This design comes from an exercise in tuning for small area on the open sky130 flow, not from production work. In this exercise RTL edits were held to simulation tests only and were not proved equivalent to the original. Power figures rest on the tool's default switching activity, not on a simulated workload.

$ cat flow/standard.sh
#!/bin/bash
# synth_recipe.tcl (not shown) runs the flow's synth.tcl, then flattens the netlist and writes it again
# the make line also repeats each setting of config.mk as NAME=value (left out here)
make -C /OpenROAD-flow-scripts/flow DESIGN_CONFIG=/design/flow/config.mk WORK_HOME=/design/flow/orfs CLKGATE_MAP_FILE= SYNTH_SCRIPT=/design/flow/synth_recipe.tcl "${@:-finish}"
$ cat flow/constraint.sdc
create_clock -name core_clock -period 5.0 [get_ports {in_clk}]
set_input_delay 1.0000 -clock core_clock [delete_from_list [all_inputs] [get_ports {in_clk}]]
set_output_delay 1.0000 -clock core_clock [all_outputs]
set_load 0.01 [all_outputs]
$ cat flow/config.mk
export PLATFORM = sky130hd
export DESIGN_NAME = rs_alu
export DESIGN_NICKNAME = rs_alu
export VERILOG_FILES = /design/flow/design.v
export SDC_FILE = /design/flow/constraint.sdc
export NUM_CORES = 4
export LEC_CHECK = 0
export CAP_MARGIN = 20
export CORE_MARGIN = 2
export CORE_UTILIZATION = 40
export SLEW_MARGIN = 20
$ cat flow/design.v
package rs_alu_pkg;
    localparam int GPR_SIZE     = 64;
    localparam int ROB_IDX_SIZE = 5;
    typedef enum logic [3:0] {
        FU_OP_PASS_A = 4'd0,
        FU_OP_PASS_B = 4'd1,
        FU_OP_PLUS   = 4'd2,
        FU_OP_MINUS  = 4'd3,
        FU_OP_AND    = 4'd4,
        FU_OP_ORR    = 4'd5,
        FU_OP_EOR    = 4'd6,
        FU_OP_CSEL   = 4'd7
    } fu_op_t;
    typedef logic [3:0] nzcv_t;
    localparam int E_NZTAG = 0;
    localparam int E_NZRDY = E_NZTAG + ROB_IDX_SIZE;
    localparam int E_NZCV  = E_NZRDY + 1;
    localparam int E_SN    = E_NZCV + 4;
    localparam int E_DST   = E_SN + 1;
    localparam int E_BTAG  = E_DST + ROB_IDX_SIZE;
    localparam int E_ATAG  = E_BTAG + ROB_IDX_SIZE;
    localparam int E_BRDY  = E_ATAG + ROB_IDX_SIZE;
    localparam int E_ARDY  = E_BRDY + 1;
    localparam int E_VALB  = E_ARDY + 1;
    localparam int E_VALA  = E_VALB + GPR_SIZE;
    localparam int E_OP    = E_VALA + GPR_SIZE;
    localparam int E_VALID = E_OP + 4;
    localparam int E_W     = E_VALID + 1;
endpackage
module rs_alu #(
    parameter int RS_SIZE = 4
) (
    input  logic                                in_clk,
    input  logic                                in_rst,
    input  logic                                in_flush,
    input  logic                                in_dispatch_valid,
    input  rs_alu_pkg::fu_op_t                  in_dispatch_fu_op,
    input  logic [rs_alu_pkg::GPR_SIZE-1:0]     in_dispatch_val_a,
    input  logic [rs_alu_pkg::GPR_SIZE-1:0]     in_dispatch_val_b,
    input  logic                                in_dispatch_a_ready,
    input  logic                                in_dispatch_b_ready,
    input  logic [rs_alu_pkg::ROB_IDX_SIZE-1:0] in_dispatch_a_rob_index,
    input  logic [rs_alu_pkg::ROB_IDX_SIZE-1:0] in_dispatch_b_rob_index,
    input  logic [rs_alu_pkg::ROB_IDX_SIZE-1:0] in_dispatch_dst_rob_index,
    input  logic                                in_dispatch_set_nzcv,
    input  rs_alu_pkg::nzcv_t                   in_dispatch_nzcv,
    input  logic                                in_dispatch_nzcv_ready,
    input  logic [rs_alu_pkg::ROB_IDX_SIZE-1:0] in_dispatch_nzcv_rob_index,
    output logic                                out_dispatch_ready,
    input  logic                                in_fu_done,
    input  logic [rs_alu_pkg::ROB_IDX_SIZE-1:0] in_fu_dst_rob_index,
    input  logic [rs_alu_pkg::GPR_SIZE-1:0]     in_fu_value,
    input  logic                                in_fu_set_nzcv,
    input  rs_alu_pkg::nzcv_t                   in_fu_nzcv,
    input  logic                                in_fu_alu_ready,
    output logic                                out_fu_alu_start,
    output rs_alu_pkg::fu_op_t                  out_fu_alu_fu_op,
    output logic [rs_alu_pkg::GPR_SIZE-1:0]     out_fu_alu_val_a,
    output logic [rs_alu_pkg::GPR_SIZE-1:0]     out_fu_alu_val_b,
    output logic [rs_alu_pkg::ROB_IDX_SIZE-1:0] out_fu_alu_dst_rob_index,
    output logic                                out_fu_alu_set_nzcv,
    output rs_alu_pkg::nzcv_t                   out_fu_alu_nzcv
);
    localparam int N  = RS_SIZE;
    localparam int TW = rs_alu_pkg::ROB_IDX_SIZE;
    localparam int GW = rs_alu_pkg::GPR_SIZE;
    logic                 kill;
    logic [N-1:0]         v;        
    logic [N-1:0]         rdy;      
    logic [N-1:0]         pick;     
    logic [N-1:0]         disp;     
    logic [N-1:0]         osel;     
    logic                 issue, accept;
    logic                 wda, wdb, wdn;
    logic [GW-1:0]        da, db;
    logic [TW-1:0]        dn;
    logic [N*N-1:0]       older;
    logic [N-1:0][GW-1:0] s_va, s_vb;
    logic [N-1:0][3:0]    s_op, s_nz;
    logic [N-1:0][TW-1:0] s_dst;
    logic [N-1:0]         s_sn;
    assign kill               = in_rst | in_flush;
    assign out_dispatch_ready = ~&v;
    assign accept             = in_dispatch_valid & ~&v & ~kill;
    assign issue              = |rdy & in_fu_alu_ready & ~kill;
    assign wda = in_fu_done & ~in_dispatch_a_ready
               & (in_dispatch_a_rob_index == in_fu_dst_rob_index);
    assign wdb = in_fu_done & ~in_dispatch_b_ready
               & (in_dispatch_b_rob_index == in_fu_dst_rob_index);
    assign wdn = in_fu_done & in_fu_set_nzcv & ~in_dispatch_nzcv_ready
               & (in_dispatch_nzcv_rob_index == in_fu_dst_rob_index);
    always_comb begin
        da = in_dispatch_val_a;
        db = in_dispatch_val_b;
        if (!in_dispatch_a_ready) da[TW-1:0] = in_dispatch_a_rob_index;
        if (!in_dispatch_b_ready) db[TW-1:0] = in_dispatch_b_rob_index;
        dn = in_dispatch_nzcv_ready ? {1'b0, in_dispatch_nzcv} : in_dispatch_nzcv_rob_index;
    end
    for (genvar i = 0; i < N; i++) begin : g_slot
        logic          ra, rb, rn;
        logic [GW-1:0] va, vb;    
        logic [TW-1:0] nz;        
        logic [3:0]    op;
        logic [TW-1:0] dst;
        logic          sn;
        logic          wa, wb, wn;
        logic          first_free;
        logic          beaten;
        if (i == 0) begin : g_ff0
            assign first_free = ~v[0];
        end else begin : g_ffn
            assign first_free = ~v[i] & &v[i-1:0];
        end
        assign disp[i] = first_free & accept;
        assign rdy[i] = v[i] & ra & rb & rn;
        always_comb begin
            beaten = 1'b0;
            for (int j = 0; j < N; j++) begin
                if (j < i) beaten = beaten | (rdy[j] &  older[j*N+i]);
                if (j > i) beaten = beaten | (rdy[j] & ~older[i*N+j]);
            end
        end
        assign pick[i] = rdy[i] & ~beaten;
        logic lda, lfa, ldb, lfb;
        assign lda = disp[i] & ~wda;
        assign lfa = disp[i] ? wda : wa;
        assign ldb = disp[i] & ~wdb;
        assign lfb = disp[i] ? wdb : wb;
        assign wa = in_fu_done & ~ra & (va[TW-1:0] == in_fu_dst_rob_index);
        assign wb = in_fu_done & ~rb & (vb[TW-1:0] == in_fu_dst_rob_index);
        assign wn = in_fu_done & in_fu_set_nzcv & ~rn & (nz == in_fu_dst_rob_index);
        always_ff @(posedge in_clk) begin
            va <= (da & {GW{lda}}) | (in_fu_value & {GW{lfa}}) | (va & {GW{~(lda | lfa)}});
            if (disp[i])               ra <= in_dispatch_a_ready | wda;
            else if (wa)               ra <= 1'b1;
            vb <= (db & {GW{ldb}}) | (in_fu_value & {GW{lfb}}) | (vb & {GW{~(ldb | lfb)}});
            if (disp[i])               rb <= in_dispatch_b_ready | wdb;
            else if (wb)               rb <= 1'b1;
            if (disp[i] && !wdn)       nz <= dn;
            else if (disp[i] || wn)    nz <= {1'b0, in_fu_nzcv};
            if (disp[i])               rn <= in_dispatch_nzcv_ready | wdn;
            else if (wn)               rn <= 1'b1;
            if (disp[i]) begin
                op  <= in_dispatch_fu_op;
                dst <= in_dispatch_dst_rob_index;
                sn  <= in_dispatch_set_nzcv;
            end
        end
        for (genvar j = i + 1; j < N; j++) begin : g_age
            always_ff @(posedge in_clk) begin
                if (disp[j])      older[i*N+j] <= 1'b1;
                else if (disp[i]) older[i*N+j] <= 1'b0;
            end
        end
        assign s_va[i]  = va;
        assign s_vb[i]  = vb;
        assign s_op[i]  = op;
        assign s_nz[i]  = nz[3:0];
        assign s_dst[i] = dst;
        assign s_sn[i]  = sn;
    end
    always_ff @(posedge in_clk) begin
        osel <= pick;
        if (kill) begin
            v                <= '0;
            out_fu_alu_start <= 1'b0;
        end else begin
            v                <= (v & ~(pick & {N{issue}})) | disp;
            out_fu_alu_start <= issue;
        end
    end
    logic [3:0] op_o;
    assign out_fu_alu_fu_op = rs_alu_pkg::fu_op_t'(op_o);
    always_comb begin
        op_o                     = '0;
        out_fu_alu_val_a         = '0;
        out_fu_alu_val_b         = '0;
        out_fu_alu_dst_rob_index = '0;
        out_fu_alu_set_nzcv      = 1'b0;
        out_fu_alu_nzcv          = '0;
        for (int i = 0; i < N; i++) begin
            op_o                     = op_o | (s_op[i] & {4{osel[i]}});
            out_fu_alu_val_a         = out_fu_alu_val_a | (s_va[i] & {GW{osel[i]}});
            out_fu_alu_val_b         = out_fu_alu_val_b | (s_vb[i] & {GW{osel[i]}});
            out_fu_alu_dst_rob_index = out_fu_alu_dst_rob_index | (s_dst[i] & {TW{osel[i]}});
            out_fu_alu_set_nzcv      = out_fu_alu_set_nzcv | (s_sn[i] & osel[i]);
            out_fu_alu_nzcv          = out_fu_alu_nzcv | (s_nz[i] & {4{osel[i]}});
        end
    end
endmodule
$ cat flow/flow/run.sh
#!/bin/bash
set -e
cp standard.sh standard_sh_copy.log
export BUFFER_PORTS_ARGS="-buffer_cell sky130_fd_sc_hd__buf_1"
export CTS_ARGS="-sink_clustering_enable -repair_clock_nets -dont_use_dummy_load -buf_list {sky130_fd_sc_hd__clkbuf_4 sky130_fd_sc_hd__clkbuf_8}"
bash standard.sh > standard.log 2>&1
==> impl_metrics.csv, run 1 <==
group,metric,value,unit
outcome,outcome,"no timing/DRC/antenna violations",
power_and_ir_drop,powerDensity,486,mW/mm2
cells_and_area,drive_gt1_share,9.33,%
die,io_pins,384,
worst_setup_path,timing.rr.end,"g_slot[0].nz[3]",
clock_tree,cts_buffers,103,
die,die-area,0.0670,mm2
worst_setup_path,regToRegSetupSlack,1.87,ns
grt,gr-usage-met3,6.72,%
power_and_ir_drop,pwr-share-seq,55.1,%
sta,rsz0062_at_grt,"no",
sta,period_share,74.5,%
clock_tree,clock_path_buffers,3,
grt,grt_pass1_vias,25400,
die,rows,93,
grt,grt_first_pass_wirelength,154000,um
power_and_ir_drop,share_comb_of_total_power,19.5,%
sta,fin_tns_setup,0,ns
clock_tree,cts_tree,"yes",
cells_and_area,syn_to_final_growth,12.8,%
synth,avgSynthCellArea,9.54,um2
sta,fmax,0.268,GHz
clock_tree,clock_tree.root_cell,"clkbuf_8",
grt,grtUsageTotal,29.6,%
sta,skew,0.0760,ns
placement,gp_congestion,0.877,
routing,drt_wl_total,104000,um
synth,ys_types,53,
worst_setup_path,r2r-start,"v[0]",
routing,drt_iter0_drc,2750,
routing,firstDrtPassIters,8,
die,initial_core_util,40.4,%
routing,routed_via_density,6.61,
synth,synth_edf_count,72,
sta,worst_pin_slew,1.16,ns
placement,hpwl,61900,um
clock_tree,insertion_delay,0.71,ns
synth,synthArstFlopShare,0,%
sta,finalCriticalPeriod,3.72,ns
min_path,min_path_type,"reg -> reg",
synth,syn-num-nets,2963,
worst_setup_path,reg2reg_depth,5,
power_and_ir_drop,switching_share,30.3,%
synth,ys.flop_type,"dfxtp_1",
worst_setup_path,startpoint,"osel[2]",
synth,yosysSeqAreaShare,48.9,%
power_and_ir_drop,p_switching,4.32,mW
clock_tree,cts_resized,0,
power_and_ir_drop,ir_worst_vdd,0.000235,V
grt,grt.busiest_layer,"met2",
routing,wl_per_cell,27.0,um
synth,ys_warn_count,1,
die,fp.coreArea,0.0643,mm2
clock_tree,cts_setup_buffers,0,
clock_tree,htree_num_levels,3,
grt,use_met2,49.3,%
clock_tree,cts_sinks,599,
routing,drc_errors,0,
worst_setup_path,crit_path_max_fanout,70,
cells_and_area,nets,3223,
power_and_ir_drop,cell_internal_pwr,9.93,mW
run,max_cap_viol_count,0,
power_and_ir_drop,power,14.2,mW
grt,grt.overflow.total,0,
sta,drv_slew,0,
cells_and_area,multiInputGateArea,0.0118,mm2
worst_setup_path,cp.required,4.00,ns
power_and_ir_drop,pwr-share-clk,25.4,%
worst_setup_path,critPathKind,"reg -> out",
routing,vias,25400,
worst_setup_path,crit_arrival,2.72,ns
grt,antenna_found_initial,20,
grt,gr-usage-met1,36.3,%
cells_and_area,fillers,6184,
cells_and_area,fin_util,45.5,%
synth,ys_ff_latch,599,
die,die_y,259,um
clock_tree,cts.reportedPaths.clkPinSlew,0.06,ns
worst_setup_path,critPathCaptureType,"primary output",
synth,syn_inst,2723,
die,fp.dieW,259,um
cells_and_area,regArea,0.0127,mm2
power_and_ir_drop,power_leakage,10.5,nW
worst_setup_path,setup.worst_path.end,"out_fu_alu_val_b[18]",
placement,port_buffers,383,
sta,slew_headroom,22.6,%
synth,synth_area,0.0260,mm2
clock_tree,cts_hold_buffers,0,
grt,grt_max_degree,184,
worst_setup_path,startpoint_type,"flip-flop",
sta,hold_viol,0,
sta,setup_violations,0,
routing,final_antenna_net_count,0,
[power by group through the flow]
stage	clock network, mW	logic, mW	registers (mW)
floorplan	0	2.13	7.61
global placement	0	2.55	7.79
detailed placement	0	2.74	7.90
CTS	3.68	2.75	7.81
global route	3.87	3.12	8.05
finish	3.62	2.78	7.85
[cells in the final DEF, fill, tap and decap left out, types with 3 or more instances in the layout]
cell	Yosys	routed
diode_2	0	8
o21ai_4	0	9
xnor2_1	54	54
mux2_1	4	4
buf_12	0	9
buf_1	14	383
mux2_2	23	23
nor2b_1	8	8
nand2_1	168	168
o21ai_0	5	4
o22ai_1	121	121
or3_1	66	65
inv_1	71	71
a211oi_1	66	66
nor2_1	118	118
nand4_1	21	21
buf_4	16	51
clkbuf_8	0	103
a21oi_1	361	360
edfxtp_1	72	72
dfxtp_1	527	523
a221oi_1	33	33
dfxtp_4	0	4
nor3_1	63	63
o41ai_2	1	3
a22oi_1	284	284
o221a_2	59	59
o41ai_1	8	5
xor2_1	21	21
o32ai_1	241	241
[per-layer routing]
layer	part of all wire, %	vias to the layer above
li1	-	11100
met3	9.9	261
met4	3.7	22
met2	48	1601
met5	0.14	-
met1	39	12400
[metrics by stage]
step / setup WS (ns) / instances / hold slack [ns] / area (um2)
6_report: 1.28 / 3844 / 0.469 / 29300
5_1_grt: 1.21 / 3843 / 0.495 / 29300
4_1_cts: 1.28 / 3836 / 0.466 / 29300
3_5_place_dp: 1.12 / 3733 / 0.459 / 27800
3_3_place_gp: 1.19 / 3733 / 0.456 / 27800
2_1_floorplan: 2.27 / 2723 / 0.436 / 26000
[cells in the mapped netlist (14+ instances only)]
cell,n,share of area (%)
a211oi_1,66,1.9
a21oi_1,361,7.0
a221oi_1,33,1.1
a22oi_1,284,8.2
buf_1,14,0.20
buf_2,111,2.1
buf_4,16,0.46
buf_6,14,0.61
clkbuf_1,133,1.9
dfxtp_1,527,41
edfxtp_1,72,8.3
inv_1,71,1.0
mux2_2,23,1.0
nand2_1,168,2.4
nand4_1,21,0.51
nor2_1,118,1.7
nor3_1,63,1.2
o221a_2,59,2.6
o22ai_1,121,2.9
o32ai_1,241,8.1
or3_1,66,1.6
xnor2_1,54,1.8
xor2_1,21,0.71
[registers in the layout (all words and copies together) (netlist names), 6 cells and up]
| signal | count |
|---|---|
| g_slot.vb | 256 |
| g_slot.va | 256 |
| g_slot.op | 16 |
| older | 6 |
| g_slot.nz | 20 |
| g_slot.dst | 20 |
[cell families (layout without fill, tap and decap cells)]
group | Yosys count | count (layout) | share of synthesized area [%]
AOI/OAI and AO/OA | 1198 | 1198 | 32.8
xor gates and xnor gates | 75 | 75 | 2.53
other | 0 | 8 | 0
and+or+nand+nor | 462 | 462 | 8.14
muxes | 28 | 28 | 1.23
buffers and inverters | 361 | 619 | 6.39
DFF | 599 | 599 | 48.9
[worst max-delay path, cell delays in order, from the launching register on]
cell and delay [ns]:
dfxtp_4 0.93, buf_12 0.48, a22oi_1 0.18, nand2_1 0.21, buf_1 0.19
[layout make-up]
class / instances / area share, %
well taps: 855 / 3.65
diodes: 8 / 0.0683
inverters: 73 / 0.935
clock buffers: 103 / 4.84
repair buffers: 443 / 6.83
flip-flops and latches: 599 / 43.4
multi-input cells: 1763 / 40.2
[how the worst min path moves through the flow]
stage,slack [ns],endpoint,startpoint,cells past startpoint
3_5_place_dp,0.46,older[1],older[1],2
4_1_cts,0.47,older[1],older[1],2
2_1_floorplan,0.44,older[3],older[3],2
6_report,0.47,older[1],older[1],2
3_3_place_gp,0.46,older[7],older[7],2
5_1_grt,0.49,older[1],older[1],2
==> run 2: changes to the inputs <==
==> flow/run.sh (new file) <==
#!/bin/bash
# synth_recipe.tcl (not shown) runs the flow's synth.tcl, then flattens the netlist and writes it again
# the make line also repeats each setting of config.mk as NAME=value (left out here)
make -C /OpenROAD-flow-scripts/flow DESIGN_CONFIG=/design/flow/config.mk WORK_HOME=/design/flow/orfs CLKGATE_MAP_FILE= SYNTH_SCRIPT=/design/flow/synth_recipe.tcl finish
removed: flow/flow/run.sh
removed: flow/standard.sh
==> run 2 against run 1 <==
  * Still clean on timing, DRC and antenna
  * Via count is 0.69% lower
  * Clock skew down 0.046 ns
  * Non-clock buffer count is 3 lower
  * Flip-flop and latch count did not move
  * Design area is 11% higher
  * Routed wire length down 2.5%
  * Synthesized area unchanged
  * Clock-buffer cell count shrank 8
  * Combinational power up 6%
  * First-iteration DRC count shrank 5.2%
  * Sequential share of layout area down 4.3 points
  * Critical endpoint is now out_fu_alu_val_b[22]
  * Largest cell class unchanged
  * Largest power group unchanged
==> impl_metrics.csv, run 2 <==
group,metric,value,unit
routing,wl_per_cell,26.3,um
power_and_ir_drop,ir_worst_vdd,0.000292,V
die,die-area,0.0670,mm2
synth,synth_area,0.0260,mm2
sta,worst_slack,0.924,ns
sta,finalCriticalPeriod,4.08,ns
clock_tree,clock_tree.root_cell,"clkbuf_16",
synth,muxShareOfSynthArea,1.23,%
placement,place_area,0.0303,mm2
routing,vias,25200,
sta,hold_viol,0,
cells_and_area,final_area,0.0325,mm2
synth,ys_ff_latch,599,
routing,drc_errors,0,
worst_setup_path,crit_path_max_fanout,49,
routing,firstDrtPassIters,6,
outcome,outcome,"no timing/DRC/antenna violations",
cells_and_area,syn_to_final_growth,25.1,%
synth,synth.most_common_cell,"dfxtp_1",
power_and_ir_drop,power,15.6,mW
clock_tree,cts_setup_buffers,0,
grt,grt.overflow.total,0,
clock_tree,cts.reportedPaths.clkPinSlew,0.06,ns
min_path,min_path_type,"reg -> reg",
sta,slew_headroom,29.0,%
placement,gp_congestion,0.854,
cells_and_area,layout_commonest_cell,"dfxtp_1",
power_and_ir_drop,powerDensity,481,mW/mm2
synth,synthArstFlopShare,0,%
die,fp.coreArea,0.0643,mm2
synth,syn_inst,2723,
placement,dpl_worst_slack,0.899,ns
grt,grtUsageTotal,28.9,%
sta,rsz0062_at_grt,"no",
routing,final_antenna_net_count,0,
placement,hpwl,61400,um
synth,yosysSeqAreaShare,48.9,%
sta,setup_violations,0,
clock_tree,htree_num_levels,3,
worst_setup_path,path_delay_family,"buffers and inverters",
grt,antenna_found_initial,5,
sta,skew,0.0296,ns
cells_and_area,reg_top3,"g_slot.va: 256 flops, g_slot.vb: 256 flops",
worst_setup_path,crit_arrival,3.08,ns
worst_setup_path,max_stage_delay,0.89,ns
synth,synth_compound_gate_area_share,32.8,%
die,initial_core_util,40.4,%
sta,fmax,0.245,GHz
sta,fin_tns_setup,0,ns
worst_setup_path,regToRegSetupSlack,2.27,ns
worst_setup_path,path_cells,"buf_4 > a22oi_1 > nand2_1 > clkdlybuf4s50_1",
placement,port_buffers,383,
clock_tree,cts_buffers,67,
die,die_y,259,um
worst_setup_path,critPathCaptureType,"primary output",
synth,ys.flop_type,"dfxtp_1",
synth,synth_commonest_cells,"dfxtp_1, a21oi_1, a22oi_1",
synth,ys_warn_count,1,
cells_and_area,layout_common_cells,"dfxtp_1, clkdlybuf4s50_1, a21oi_1",
worst_setup_path,startpoint_type,"flip-flop",
worst_setup_path,critPathKind,"reg -> out",
synth,synth_top_family_by_area,"compound AO/OA/AOI/OAI gates",
clock_tree,clock_path_buffers,3,
sta,period_share,81.5,%
die,fp.dieW,259,um
grt,grt_first_pass_wirelength,151000,um
synth,ys_types,53,
cells_and_area,nets,3184,
clock_tree,insertion_delay,0.61,ns
synth,avgSynthCellArea,9.54,um2
die,io_pins,384,
clock_tree,cts_hold_buffers,0,
grt,grt_max_degree,128,
cells_and_area,fillers,5797,
sta,hold_ws,0.466,ns
cells_and_area,drive_gt1_share,9.19,%
power_and_ir_drop,power_leakage,11.8,nW
synth,synth-xor-area-share,2.53,%
clock_tree,cts_tree,"yes",
clock_tree,cts_sinks,599,
worst_setup_path,slowest_stage,"dfxtp_4",
routing,routed_via_density,6.55,
worst_setup_path,crit_buf_inv,2,
sta,worst_pin_slew,1.05,ns
run,max_cap_viol_count,0,
grt,grt_pass1_vias,25300,
routing,drt_wl_total,101000,um
synth,synthAdderAreaFrac,0,%
synth,synth_area_leaders,"dfxtp_1, edfxtp_1, a22oi_1",
worst_setup_path,cp.required,4.00,ns
synth,synth.top_cell.area_share,40.6,%
clock_tree,cts_resized,0,
sta,drv_slew,0,
synth,synthSimpleGateAreaFrac,8.14,%
synth,post-synth-top-area-cell,"dfxtp_1",
die,rows,93,
synth,syn-num-nets,2963,
synth,synth_edf_count,72,
routing,drt_iter0_drc,2608,
run 2: cell counts after synthesis:
No cell type changed its count.
run 2: cells by family (layout without fill, tap and decap cells):
kind of cell,after synthesis,after routing
AO/OA/AOI/OAI,1198,1198
flip-flops,599,599
AND/OR/NAND/NOR,462,462
buffers and inverters,361,630
XOR/XNOR,75,75
multiplexers,28,28
other,0,3
run 2: area by class of cell:
cell class,count,area (um2),share of cell area (%)
Clock inverter,22,173,0.531
Antenna cell,3,7.51,0.0231
Clock buffer,95,1950,6.01
Tap cell,855,1070,3.29
Inverter,73,274,0.843
Multi-Input combinational cell,1763,11800,36.4
Sequential cell,599,12700,39.2
Timing Repair Buffer,440,4470,13.8
run 2: tightest hold or removal path: cells and delay by family, from the launching register on:
kind             cells  cell delay (ns)
AND/OR/NAND/NOR      2             0.10
flip-flops           1             0.33
run 2: path summary, 6_finish.rpt:
path,from,end,cells past startpoint
min reg2reg,older[7],older[7],2
max,osel[0],out_fu_alu_val_b[22],4
min,older[7],older[7],2
max reg2reg,v[0],g_slot[0].vb[46],6
run 2: per-stage QoR:
stage,util (%),cells
2_1_floorplan,-,2723
3_3_place_gp,47.2,3730
3_5_place_dp,47.2,3730
4_1_cts,50.5,3847
5_1_grt,50.5,3850
6_report,50.5,3850
run 2: power breakdown:
group	leakage (nW)	internal, mW	switching (mW)
sequential	5.08	6.77	1.08
clock	1.06	2.82	2.00
combinational	5.69	1.50	1.45
total	11.8	11.1	4.52
run 2: metal layers:
| metal | global-route usage, % | part of all wire [%] | vias to the layer above |
|---|---|---|---|
| met5 | 0 | 0.022 | - |
| met4 | 13.9 | 4.2 | 4 |
| met3 | 5.61 | 8.8 | 284 |
| li1 | - | - | 11100 |
| met2 | 47.5 | 47 | 1487 |
| met1 | 36.5 | 40 | 12400 |
==> run 3: changes to the inputs <==
--- a/flow/design.v
+++ b/flow/design.v
@@ -126,20 +126,19 @@
         assign lfa = disp[i] ? wda : wa;
         assign ldb = disp[i] & ~wdb;
         assign lfb = disp[i] ? wdb : wb;
+        logic ldn, lfn;
+        assign ldn = disp[i] & ~wdn;
+        assign lfn = disp[i] ? wdn : wn;
         assign wa = in_fu_done & ~ra & (va[TW-1:0] == in_fu_dst_rob_index);
         assign wb = in_fu_done & ~rb & (vb[TW-1:0] == in_fu_dst_rob_index);
         assign wn = in_fu_done & in_fu_set_nzcv & ~rn & (nz == in_fu_dst_rob_index);
         always_ff @(posedge in_clk) begin
-            va <= (da & {GW{lda}}) | (in_fu_value & {GW{lfa}}) | (va & {GW{~(lda | lfa)}});
-            if (disp[i])               ra <= in_dispatch_a_ready | wda;
-            else if (wa)               ra <= 1'b1;
-            vb <= (db & {GW{ldb}}) | (in_fu_value & {GW{lfb}}) | (vb & {GW{~(ldb | lfb)}});
-            if (disp[i])               rb <= in_dispatch_b_ready | wdb;
-            else if (wb)               rb <= 1'b1;
-            if (disp[i] && !wdn)       nz <= dn;
-            else if (disp[i] || wn)    nz <= {1'b0, in_fu_nzcv};
-            if (disp[i])               rn <= in_dispatch_nzcv_ready | wdn;
-            else if (wn)               rn <= 1'b1;
+            va <= (da | {GW{~lda}}) & (in_fu_value | {GW{~lfa}}) & (va | {GW{lda | lfa}});
+            ra <= disp[i] ? (in_dispatch_a_ready | wda) : (ra | wa);
+            vb <= (db | {GW{~ldb}}) & (in_fu_value | {GW{~lfb}}) & (vb | {GW{ldb | lfb}});
+            rb <= disp[i] ? (in_dispatch_b_ready | wdb) : (rb | wb);
+            nz <= (dn | {TW{~ldn}}) & ({1'b0, in_fu_nzcv} | {TW{~lfn}}) & (nz | {TW{ldn | lfn}});
+            rn <= disp[i] ? (in_dispatch_nzcv_ready | wdn) : (rn | wn);
             if (disp[i]) begin
                 op  <= in_dispatch_fu_op;
                 dst <= in_dispatch_dst_rob_index;
==> flow/flow/run.sh (new file) <==
#!/bin/bash
# Standard ORFS layout, with three changes:
#  - synthesis maps logic with an area-oriented ABC script (flow/area.abc);
#    everything else in synthesis is the standard flow's own script, unchanged;
#  - ports are buffered with the smallest buffer;
#  - a lighter clock tree (no dummy loads, smaller buffers).
set -e
W=$PWD
cat > $W/area_synth.tcl <<EOT
proc abc {args} {
  set i [lsearch -exact \$args -script]
  if {\$i >= 0} { set args [lreplace \$args \$i [expr {\$i + 1}] -script $W/flow/area.abc] }
  yosys abc {*}\$args
}
source $W/synth_recipe.tcl
EOT
export BUFFER_PORTS_ARGS="-buffer_cell sky130_fd_sc_hd__buf_1"
export CTS_ARGS="-sink_clustering_enable -repair_clock_nets -dont_use_dummy_load -buf_list {sky130_fd_sc_hd__clkbuf_4 sky130_fd_sc_hd__clkbuf_8} -sink_clustering_size 16 -sink_clustering_max_diameter 80"
bash standard.sh SYNTH_SCRIPT=$W/area_synth.tcl finish > standard.log 2>&1
==> flow/flow/area.abc (new file) <==
strash
dch
amap
topo
==> flow/standard.sh (new file) <==
#!/bin/bash
# synth_recipe.tcl (not shown) runs the flow's synth.tcl, then flattens the netlist and writes it again
# the make line also repeats each setting of config.mk as NAME=value (left out here)
make -C /OpenROAD-flow-scripts/flow DESIGN_CONFIG=/design/flow/config.mk WORK_HOME=/design/flow/orfs CLKGATE_MAP_FILE= SYNTH_SCRIPT=/design/flow/synth_recipe.tcl "${@:-finish}"
removed: flow/run.sh
==> run 3 against run 2 <==
  * Combinational power decreased by 16%
  * Cell count is 1.5% lower
  * First-iteration DRC count up 20%
  * Worst setup slack got worse by 0.20 ns
  * Flip-flop and latch count unchanged
  * Non-clock buffer count up 25
  * Clock power down 51%
  * Total power shrank 23%
  * Sequential share of layout area grew 6.7 points
  * Global-route usage rose by 3.1 points
  * Clock-buffer cell count fell by 51
  * Clock skew is 0.028 ns higher
==> impl_metrics.csv, run 3 <==
group,metric,value,unit
outcome,outcome,"no timing/DRC/antenna violations",
routing,drt_wl_total,100000,um
synth,synth_area_leaders,"dfxtp_1, o22ai_1, a21oi_1",
die,initial_core_util,40.2,%
clock_tree,clock_tree.root_cell,"clkbuf_8",
synth,synth_edf_count,40,
power_and_ir_drop,power_leakage,9.45,nW
worst_setup_path,cp.required,4.00,ns
worst_setup_path,startpoint,"osel[3]",
run,max_cap_viol_count,0,
synth,avgSynthCellArea,9.17,um2
routing,final_antenna_net_count,0,
cells_and_area,reg_top3,"g_slot.va: 256 flops, g_slot.vb: 256 flops",
sta,drv_slew,0,
worst_setup_path,reg2reg_depth,10,
cells_and_area,layout.cells.non_filler,3794,
clock_tree,insertion_delay,0.68,ns
synth,syn_inst,2515,
grt,grt_max_degree,69,
synth,synth_area,0.0231,mm2
placement,gp_congestion,0.897,
placement,hpwl,62300,um
min_path,min_from,"g_slot[3].vb[29]",
clock_tree,cts.reportedPaths.clkPinSlew,0.09,ns
synth,yosysSeqAreaShare,53.7,%
power_and_ir_drop,share_comb_of_total_power,20.8,%
die,fp.coreArea,0.0574,mm2
sta,worst_pin_slew,1.14,ns
cells_and_area,layout_commonest_cell,"dfxtp_1",
cells_and_area,syn_to_final_growth,17.3,%
routing,firstDrtPassIters,9,
sta,setup_violations,0,
synth,synth_commonest_cells,"dfxtp_1, o22ai_1, a21oi_1",
worst_setup_path,critPathKind,"reg -> out",
die,die_y,244,um
power_and_ir_drop,cell_internal_pwr,8.30,mW
sta,period_share,85.6,%
worst_setup_path,critPathCaptureType,"primary output",
power_and_ir_drop,powerDensity,443,mW/mm2
sta,rsz0062_at_grt,"no",
sta,fin_tns_setup,0,ns
grt,grt_first_pass_wirelength,148000,um
cells_and_area,drive_gt1_share,5.19,%
sta,skew,0.0573,ns
synth,ys.flop_type,"dfxtp_1",
grt,grtUsageTotal,32.0,%
clock_tree,clock_path_buffers,3,
die,rows,88,
clock_tree,cts_setup_buffers,0,
synth,synthArstFlopShare,0,%
power_and_ir_drop,pwr-share-clk,19.6,%
grt,antenna_found_initial,7,
sta,fmax,0.234,GHz
power_and_ir_drop,ir_worst_vdd,0.000225,V
worst_setup_path,max_stage_delay,0.75,ns
synth,synth.top_cell.area_share,48.5,%
routing,drt_iter0_drc,3142,
power_and_ir_drop,pwr-share-seq,59.7,%
synth,syn-num-nets,2755,
placement,placedCellCount,3745,
worst_setup_path,r2r-start,"v[0]",
worst_setup_path,timing.rr.end,"g_slot[2].vb[13]",
min_path,min_path_type,"reg -> reg",
synth,ys_ff_latch,599,
synth,ys_warn_count,1,
synth,ys_types,25,
cells_and_area,fin_util,47.2,%
clock_tree,cts_resized,0,
routing,vias,25200,
sta,hold_ws,0.435,ns
clock_tree,cts_buffers,44,
grt,grt_pass1_vias,24500,
die,io_pins,384,
routing,wl_per_cell,26.4,um
sta,hold_viol,0,
cells_and_area,layout_common_cells,"dfxtp_1, o22ai_1, a21oi_1",
die,fp.dieW,244,um
cells_and_area,nets,3266,
placement,port_buffers,383,
clock_tree,cts_hold_buffers,0,
grt,grt.overflow.total,0,
die,die-area,0.0596,mm2
worst_setup_path,startpoint_type,"flip-flop",
synth,post-synth-top-area-cell,"dfxtp_1",
clock_tree,cts_tree,"yes",
cells_and_area,fillers,5523,
routing,routed_via_density,6.65,
sta,finalCriticalPeriod,4.28,ns
sta,slew_headroom,23.7,%
clock_tree,cts_sinks,599,
worst_setup_path,path_cells,"clkinv_2 > buf_4 > o21ai_0 > buf_1",
power_and_ir_drop,switching_share,30.8,%
worst_setup_path,crit_path_max_fanout,33,
power_and_ir_drop,p_switching,3.69,mW
worst_setup_path,crit_arrival,3.28,ns
synth,synth.most_common_cell,"dfxtp_1",
power_and_ir_drop,power,12.0,mW
routing,drc_errors,0,
worst_setup_path,slowest_stage,"clkinv_2",
worst_setup_path,regToRegSetupSlack,2.15,ns
clock_tree,htree_num_levels,2,
worst_setup_path,setup.worst_path.end,"out_fu_alu_val_b[44]",
-- run 3: power by group through the flow --
stage	sequential, mW	clock [mW]	combinational [mW]
6_report	7.16	2.35	2.49
3_3_place_gp	7.13	0	2.29
3_5_place_dp	7.22	0	2.44
5_1_grt	7.29	2.54	2.75
4_1_cts	7.12	2.38	2.45
2_1_floorplan	6.97	0	1.81
-- run 3: through the flow --
stage	setup WS, ns	instance area (um2)
6_report	0.720	27100
3_5_place_dp	0.998	26400
4_1_cts	0.851	27000
3_3_place_gp	1.08	26400
5_1_grt	0.613	27100
2_1_floorplan	-0.513	23100
-- run 3: logic make-up (layout without fill, tap and decap cells) --
kind of cell / count (synthesis) / after routing / synth area share (%)
compound gates: 1412 / 1412 / 37.8
simple gates: 221 / 221 / 3.89
flops: 599 / 599 / 53.7
buf+inv: 283 / 792 / 4.60
other cells: 0 / 5 / 0
-- run 3: layout make-up --
class	count	area, um2	area share, %
Inverter	283	1060	3.93
Timing Repair Buffer	465	2320	8.56
Tap cell	765	957	3.54
Antenna cell	5	12.5	0.0462
Sequential cell	599	12400	45.8
Clock buffer	44	606	2.24
Multi-Input combinational cell	1633	9700	35.9
-- run 3: worst min path at each step --
stage,cells past startpoint,slack (ns),endpoint
after global placement,2,0.42,g_slot[3].vb[52]
after CTS,2,0.44,g_slot[3].vb[29]
after global routing,2,0.45,g_slot[3].va[14]
after detailed placement,2,0.43,g_slot[3].vb[9]
final,2,0.44,g_slot[3].vb[29]
after floorplan,2,0.42,g_slot[3].va[63]
-- run 3: critical path: cells and delay by family (launching register included) --
family | cells | cell delay (ns)
buffers and inverters | 3 | 1.44
AO/OA/AOI/OAI | 1 | 0.54
flip-flops | 1 | 0.63
-- run 3: metal layers --
| layer | vias to the layer above | track usage [%] | wire (um) | part of all wire (%) |
|---|---|---|---|---|
| met5 | - | 0 | 30 | 0.030 |
| li1 | 11000 | - | - | - |
| met4 | 6 | 15.8 | 4750 | 4.7 |
| met3 | 312 | 6.00 | 10800 | 11 |
| met2 | 1683 | 50.4 | 45000 | 45 |
| met1 | 12200 | 42.2 | 39600 | 40 |
==> run 4: changes to the inputs <==
--- a/flow/config.mk
+++ b/flow/config.mk
@@ -8,4 +8,5 @@
 export CAP_MARGIN = 20
 export CORE_MARGIN = 2
 export CORE_UTILIZATION = 40
+export PLACE_DENSITY = 0.9
 export SLEW_MARGIN = 20
==> run 4 against run 3 <==
  * Still clean
  * Synthesized area did not move
  * Worst hold slack improved by 0.0052 ns
  * Routed wire length fell by 9.3%
  * Total power fell by 0.45%
  * Via count rose by 0.65%
  * Global-route usage fell by 3.1 points
  * Clock skew rose by 0.010 ns
  * Sequential power barely moved
  * Non-clock buffer count fell by 17
  * Largest power group unchanged
==> impl_metrics.csv, run 4 <==
group,metric,value,unit
cells_and_area,reg_top3,"g_slot.va: 256 flops, g_slot.vb: 256 flops",
worst_setup_path,critPathCaptureType,"flip-flop",
grt,grt_pass1_vias,24200,
cells_and_area,drive_gt1_share,4.69,%
cells_and_area,final_area,0.0269,mm2
synth,synthArstFlopShare,0,%
power_and_ir_drop,power,11.9,mW
synth,synth.top_cell.area_share,48.5,%
cells_and_area,fin_util,46.8,%
sta,fmax,0.245,GHz
min_path,min_path_type,"reg -> reg",
grt,grt_max_degree,66,
synth,post-synth-top-area-cell,"dfxtp_1",
die,die-area,0.0596,mm2
run,max_cap_viol_count,0,
placement,dpl_worst_slack,0.466,ns
sta,hold_viol,0,
worst_setup_path,regToRegSetupSlack,1.62,ns
routing,wl_per_cell,24.0,um
sta,rsz0062_at_grt,"no",
clock_tree,htree_num_levels,2,
sta,worst_slack,0.912,ns
cells_and_area,layout_commonest_cell,"dfxtp_1",
cells_and_area,layout.cells.non_filler,3784,
placement,placedCellCount,3727,
cells_and_area,syn_to_final_growth,16.5,%
sta,skew,0.0673,ns
placement,place_area,0.0262,mm2
routing,routed_via_density,6.71,
routing,final_antenna_net_count,0,
power_and_ir_drop,power_leakage,9.34,nW
sta,worst_pin_slew,1.10,ns
synth,avgSynthCellArea,9.17,um2
clock_tree,cts_resized,0,
routing,drc_errors,0,
synth,synth_area_leaders,"dfxtp_1, o22ai_1, a21oi_1",
routing,drt_iter0_drc,4133,
synth,ys_types,25,
worst_setup_path,critPathKind,"in -> reg",
grt,grtUsageTotal,28.9,%
clock_tree,cts_sinks,599,
power_and_ir_drop,powerDensity,444,mW/mm2
synth,syn-num-nets,2755,
clock_tree,cts.reportedPaths.clkPinSlew,0.10,ns
clock_tree,cts_hold_buffers,0,
synth,ys_warn_count,1,
routing,firstDrtPassIters,10,
routing,vias,25400,
min_path,min_to,"g_slot[3].vb[27]",
worst_setup_path,r2r-start,"v[2]",
power_and_ir_drop,p_switching,3.63,mW
clock_tree,cts_tree,"yes",
die,die_y,244,um
power_and_ir_drop,pwr-share-clk,19.7,%
worst_setup_path,timing.rr.end,"g_slot[1].va[37]",
synth,ys.flop_type,"dfxtp_1",
sta,setup_violations,0,
die,io_pins,384,
clock_tree,cts_setup_buffers,0,
clock_tree,cts_buffers,45,
synth,synth_edf_count,40,
die,fp.dieW,244,um
clock_tree,insertion_delay,0.65,ns
power_and_ir_drop,pwr-share-seq,59.8,%
synth,yosysSeqAreaShare,53.7,%
cells_and_area,layout_common_cells,"dfxtp_1, o22ai_1, a21oi_1",
power_and_ir_drop,ir_worst_vdd,0.000282,V
sta,finalCriticalPeriod,4.09,ns
power_and_ir_drop,cell_internal_pwr,8.31,mW
routing,drt_wl_total,90900,um
grt,antenna_found_initial,4,
power_and_ir_drop,switching_share,30.4,%
placement,gp_congestion,0.953,
placement,port_buffers,383,
synth,synth.most_common_cell,"dfxtp_1",
worst_setup_path,cp.required,5.51,ns
cells_and_area,nets,3250,
placement,hpwl,56400,um
synth,synth_commonest_cells,"dfxtp_1, o22ai_1, a21oi_1",
worst_setup_path,startpoint_type,"input pin",
synth,syn_inst,2515,
outcome,outcome,"no timing/DRC/antenna violations",
die,initial_core_util,40.2,%
grt,grt.overflow.total,0,
sta,period_share,81.8,%
cells_and_area,fillers,5302,
power_and_ir_drop,share_comb_of_total_power,20.4,%
clock_tree,clock_tree.root_cell,"clkbuf_8",
worst_setup_path,crit_path_max_fanout,32,
grt,grt_first_pass_wirelength,137000,um
worst_setup_path,reg2reg_depth,7,
sta,slew_headroom,26.4,%
worst_setup_path,crit_arrival,4.60,ns
die,rows,88,
clock_tree,clock_path_buffers,3,
synth,ys_ff_latch,599,
min_path,min_from,"g_slot[3].vb[27]",
min_path,hold_depth,2,
worst_setup_path,startpoint,"in_fu_dst_rob_index[4]",
synth,synth_area,0.0231,mm2
die,fp.coreArea,0.0574,mm2
sta,drv_slew,0,
-- run 4: changes by cell type in the layout (fill, tap and decap cells not counted) --
| cell | delta |
|---|---|
| buf_4 | -10 |
| buf_12 | -7 |
| diode_2 | +6 |
| clkbuf_8 | +1 |
| clkinv_2 | -1 |
| inv_4 | +1 |
-- run 4: layout make-up --
class / count / area, um2 / area share (%)
multi-input cells: 1633 / 9700 / 36.1
diodes: 11 / 27.5 / 0.102
repair buffers: 448 / 2100 / 7.82
flip-flops and latches: 599 / 12400 / 46.2
clock buffers: 45 / 619 / 2.30
well taps: 765 / 957 / 3.56
inverters: 283 / 1060 / 3.96
-- run 4: metal layers --
layer  up-vias  routed length [um]  global-route usage (%)
met2      2160               39700                    45.0
met3       429               12900                    7.44
met1     11800               33200                    37.0
met5         -                  13                       0
met4         2                5020                    14.8
li1      11000                   -                       -
-- run 4: stage by stage --
step | hold WS [ns] | TNS, ns
6_report | 0.440 | 0
2_1_floorplan | 0.417 | -79.89
5_1_grt | 0.454 | 0
3_5_place_dp | 0.427 | 0
3_3_place_gp | 0.423 | 0
4_1_cts | 0.438 | 0
-- run 4: logic make-up (layout without fill, tap and decap cells) --
group           Yosys count  after routing  synth area share (%)
compound gates         1412           1412                  37.8
buf+inv                 283            776                  4.60
flops                   599            599                  53.7
other cells               0             11                     0
simple gates            221            221                  3.89
-- run 4: worst max-delay path by stage --
| stage | end | cells after the start |
|---|---|---|
| global route | g_slot[1].va[37] | 8 |
| finish | g_slot[1].va[37] | 8 |
| detailed placement | g_slot[1].va[37] | 8 |
| global placement | g_slot[1].va[41] | 8 |
| floorplan | g_slot[3].va[10] | 8 |
| CTS | out_fu_alu_val_b[35] | 4 |
-- run 4: critical path, cell delays in order --
cell and delay, ns:
buf_1 0.32, clkinv_1 0.47, o22ai_1 0.16, nor4_1 0.83, nor2_1 0.22, nor2_4 0.86, buf_4 0.56, a21oi_1 0.15
-- run 4: power groups by stage --
stage                     Clock, mW  Combinational [mW]  Sequential (mW)
after floorplan                   0                1.81             6.97
after global placement            0                2.23             7.15
after detailed placement          0                2.37             7.20
after CTS                      2.36                2.38             7.10
after global routing           2.52                2.71             7.28
final                          2.36                2.44             7.14
==> run 5: changes to the inputs <==
--- a/flow/config.mk
+++ b/flow/config.mk
@@ -8,5 +8,5 @@
 export CAP_MARGIN = 20
 export CORE_MARGIN = 2
 export CORE_UTILIZATION = 40
-export PLACE_DENSITY = 0.9
+export PLACE_DENSITY = 0.75
 export SLEW_MARGIN = 20
==> run 5 against run 4 <==
  * Sequential share of layout area fell by 0.11 points
  * Still clean on timing, DRC and antenna
  * Cell count did not move
  * Utilization rose by 0.12 points
  * Critical path depth fell by 4
  * Flip-flop and latch count did not move
==> impl_metrics.csv, run 5 <==
group,metric,value,unit
sta,slew_headroom,21.5,%
synth,synthArstFlopShare,0,%
grt,grt_first_pass_wirelength,140000,um
power_and_ir_drop,share_comb_of_total_power,20.4,%
grt,grt.overflow.total,0,
clock_tree,cts_hold_buffers,0,
power_and_ir_drop,switching_share,30.4,%
synth,synth_area,0.0231,mm2
cells_and_area,reg_top3,"g_slot.va: 256 flops, g_slot.vb: 256 flops",
synth,synth_edf_count,40,
power_and_ir_drop,ir_worst_vdd,0.000273,V
worst_setup_path,cp.required,4.00,ns
synth,syn-num-nets,2755,
power_and_ir_drop,power,11.9,mW
sta,rsz0062_at_grt,"no",
grt,grtUsageTotal,29.9,%
synth,avgSynthCellArea,9.17,um2
power_and_ir_drop,p_switching,3.62,mW
grt,grt_pass1_vias,23200,
clock_tree,cts.reportedPaths.clkPinSlew,0.09,ns
synth,ys.flop_type,"dfxtp_1",
synth,post-synth-top-area-cell,"dfxtp_1",
synth,ys_warn_count,1,
synth,ys_types,25,
synth,synth_area_leaders,"dfxtp_1, o22ai_1, a21oi_1",
synth,synth.top_cell.area_share,48.5,%
synth,ys_ff_latch,599,
routing,routed_via_density,6.60,
clock_tree,clock_tree.root_cell,"clkbuf_8",
clock_tree,cts_resized,0,
routing,drt_wl_total,94100,um
placement,port_buffers,383,
synth,syn_inst,2515,
clock_tree,clock_path_buffers,3,
sta,fin_tns_setup,0,ns
clock_tree,htree_num_levels,2,
min_path,hold_depth,2,
synth,synth_commonest_cells,"dfxtp_1, o22ai_1, a21oi_1",
cells_and_area,layout_commonest_cell,"dfxtp_1",
worst_setup_path,regToRegSetupSlack,1.75,ns
sta,worst_slack,1.17,ns
die,rows,88,
worst_setup_path,reg2reg_depth,9,
die,die-area,0.0596,mm2
placement,hpwl,56400,um
routing,firstDrtPassIters,9,
placement,gp_congestion,0.953,
die,fp.coreArea,0.0574,mm2
min_path,min_path_type,"reg -> reg",
power_and_ir_drop,cell_internal_pwr,8.30,mW
clock_tree,cts_sinks,599,
sta,skew,0.0662,ns
sta,finalCriticalPeriod,3.83,ns
worst_setup_path,startpoint_type,"flip-flop",
power_and_ir_drop,powerDensity,443,mW/mm2
routing,final_antenna_net_count,0,
run,max_cap_viol_count,0,
die,fp.dieW,244,um
worst_setup_path,critPathKind,"reg -> out",
power_and_ir_drop,pwr-share-clk,19.6,%
routing,drt_iter0_drc,3503,
placement,place_area,0.0263,mm2
grt,grt_max_degree,79,
sta,hold_viol,0,
worst_setup_path,critPathCaptureType,"primary output",
sta,fmax,0.261,GHz
synth,yosysSeqAreaShare,53.7,%
placement,dpl_worst_slack,0.716,ns
cells_and_area,final_area,0.0269,mm2
cells_and_area,syn_to_final_growth,16.8,%
grt,antenna_found_initial,16,
clock_tree,cts_tree,"yes",
clock_tree,insertion_delay,0.66,ns
cells_and_area,layout_common_cells,"dfxtp_1, o22ai_1, a21oi_1",
worst_setup_path,crit_arrival,2.83,ns
die,io_pins,384,
outcome,outcome,"no timing/DRC/antenna violations",
sta,period_share,76.7,%
clock_tree,cts_setup_buffers,0,
power_and_ir_drop,pwr-share-seq,59.9,%
routing,drc_errors,0,
die,initial_core_util,40.2,%
sta,drv_slew,0,
routing,wl_per_cell,24.9,um
cells_and_area,nets,3250,
sta,setup_violations,0,
worst_setup_path,crit_path_max_fanout,78,
cells_and_area,drive_gt1_share,4.69,%
clock_tree,cts_buffers,44,
routing,vias,25000,
die,die_y,244,um
synth,synth.most_common_cell,"dfxtp_1",
power_and_ir_drop,power_leakage,9.36,nW
sta,worst_pin_slew,1.18,ns
## run 5: cell counts after synthesis
Identical to the previous run, type by type.
## run 5: critical path, stage by stage (launching register included)
cell,delay [ns]
dfxtp_1,0.47
inv_4,0.77
buf_4,0.44
o21ai_0,0.23
buf_1,0.19
## run 5: through the flow
stage | instances | hold WS, ns | util [%]
after floorplan | 2515 | 0.417 | -
after global placement | 3726 | 0.422 | 45.7
after detailed placement | 3729 | 0.427 | 45.9
after CTS | 3773 | 0.438 | 46.9
after global routing | 3780 | 0.451 | 46.9
final | 3784 | 0.438 | 47.0
## run 5: cells by family (layout without fill, tap and decap cells)
kind of cell / Yosys count / in the layout / share of synthesized area [%]
AOI/OAI and AO/OA: 1412 / 1412 / 37.8
DFF: 599 / 599 / 53.7
buffers and inverters: 283 / 776 / 4.60
and+or+nand+nor: 221 / 221 / 3.89
other: 0 / 11 / 0
## run 5: worst paths after layout
check | from | end
worst max-delay path | osel[3] | out_fu_alu_val_b[40]
worst min-delay path | g_slot[3].va[53] | g_slot[3].va[53]
worst max register to register | v[2] | g_slot[1].va[37]
worst min register to register | g_slot[3].va[53] | g_slot[3].va[53]
## run 5: per-layer routing
layer | up-vias | share of wire, % | track usage (%)
met5 | - | 0.11 | 0
met4 | 16 | 4.2 | 12.8
met3 | 312 | 13 | 6.58
met2 | 1825 | 45 | 47.0
met1 | 11900 | 38 | 39.7
li1 | 11000 | - | -
## run 5: area by class of cell
class,count,area [um2]
fillers,5578,30400
flip-flops and latches,599,12400
multi-input cells,1633,9700
repair buffers,449,2180
inverters,283,1060
well taps,765,957
clock buffers,44,606
diodes,11,27.5
## run 5: power by group through the flow
| stage | Combinational, mW | Sequential, mW | Clock, mW |
|---|---|---|---|
| global placement | 2.27 | 7.18 | 0 |
| detailed placement | 2.40 | 7.20 | 0 |
| floorplan | 1.81 | 6.97 | 0 |
| finish | 2.44 | 7.15 | 2.34 |
| CTS | 2.39 | 7.10 | 2.36 |
| global route | 2.71 | 7.29 | 2.51 |

==> afterwards: timing with drivers on the ports <==
The results above use ideal ports. As a check the final layouts listed here were re-extracted and re-timed, cells and wires unchanged.
Step 1, drivers: a clkbuf_16 drives in_clk and a buf_2 each remaining input, both assumed.
Step 2 times the ports against the registers' clock, not the clock port: input delays grow and output delays shrink by t, the midpoint of the rising clock arrivals with the driver on.
Three values: ideal ports, drivers, drivers and shift; two values: the first two.
run | t, ns | setup WS [ns] | clock arrival spread, ns
run 1 | 0.729 | 1.275 / 1.218 / 1.033 | 0.076 / 0.076
run 2 | 0.648 | 0.924 / 0.867 / 0.816 | 0.031 / 0.030
run 3 | 0.714 | 0.720 / 0.660 / 0.904 | 0.062 / 0.063
run 4 | 0.677 | 0.912 / 0.947 / 0.270 | 0.087 / 0.086
run 5 | 0.694 | 1.167 / 1.106 / 0.687 | 0.081 / 0.081
After both steps every run listed still meets setup and hold. For run 4, which loses most, drivers alone change the setup slack by +0.035 ns; drivers and shift together by -0.642 ns.
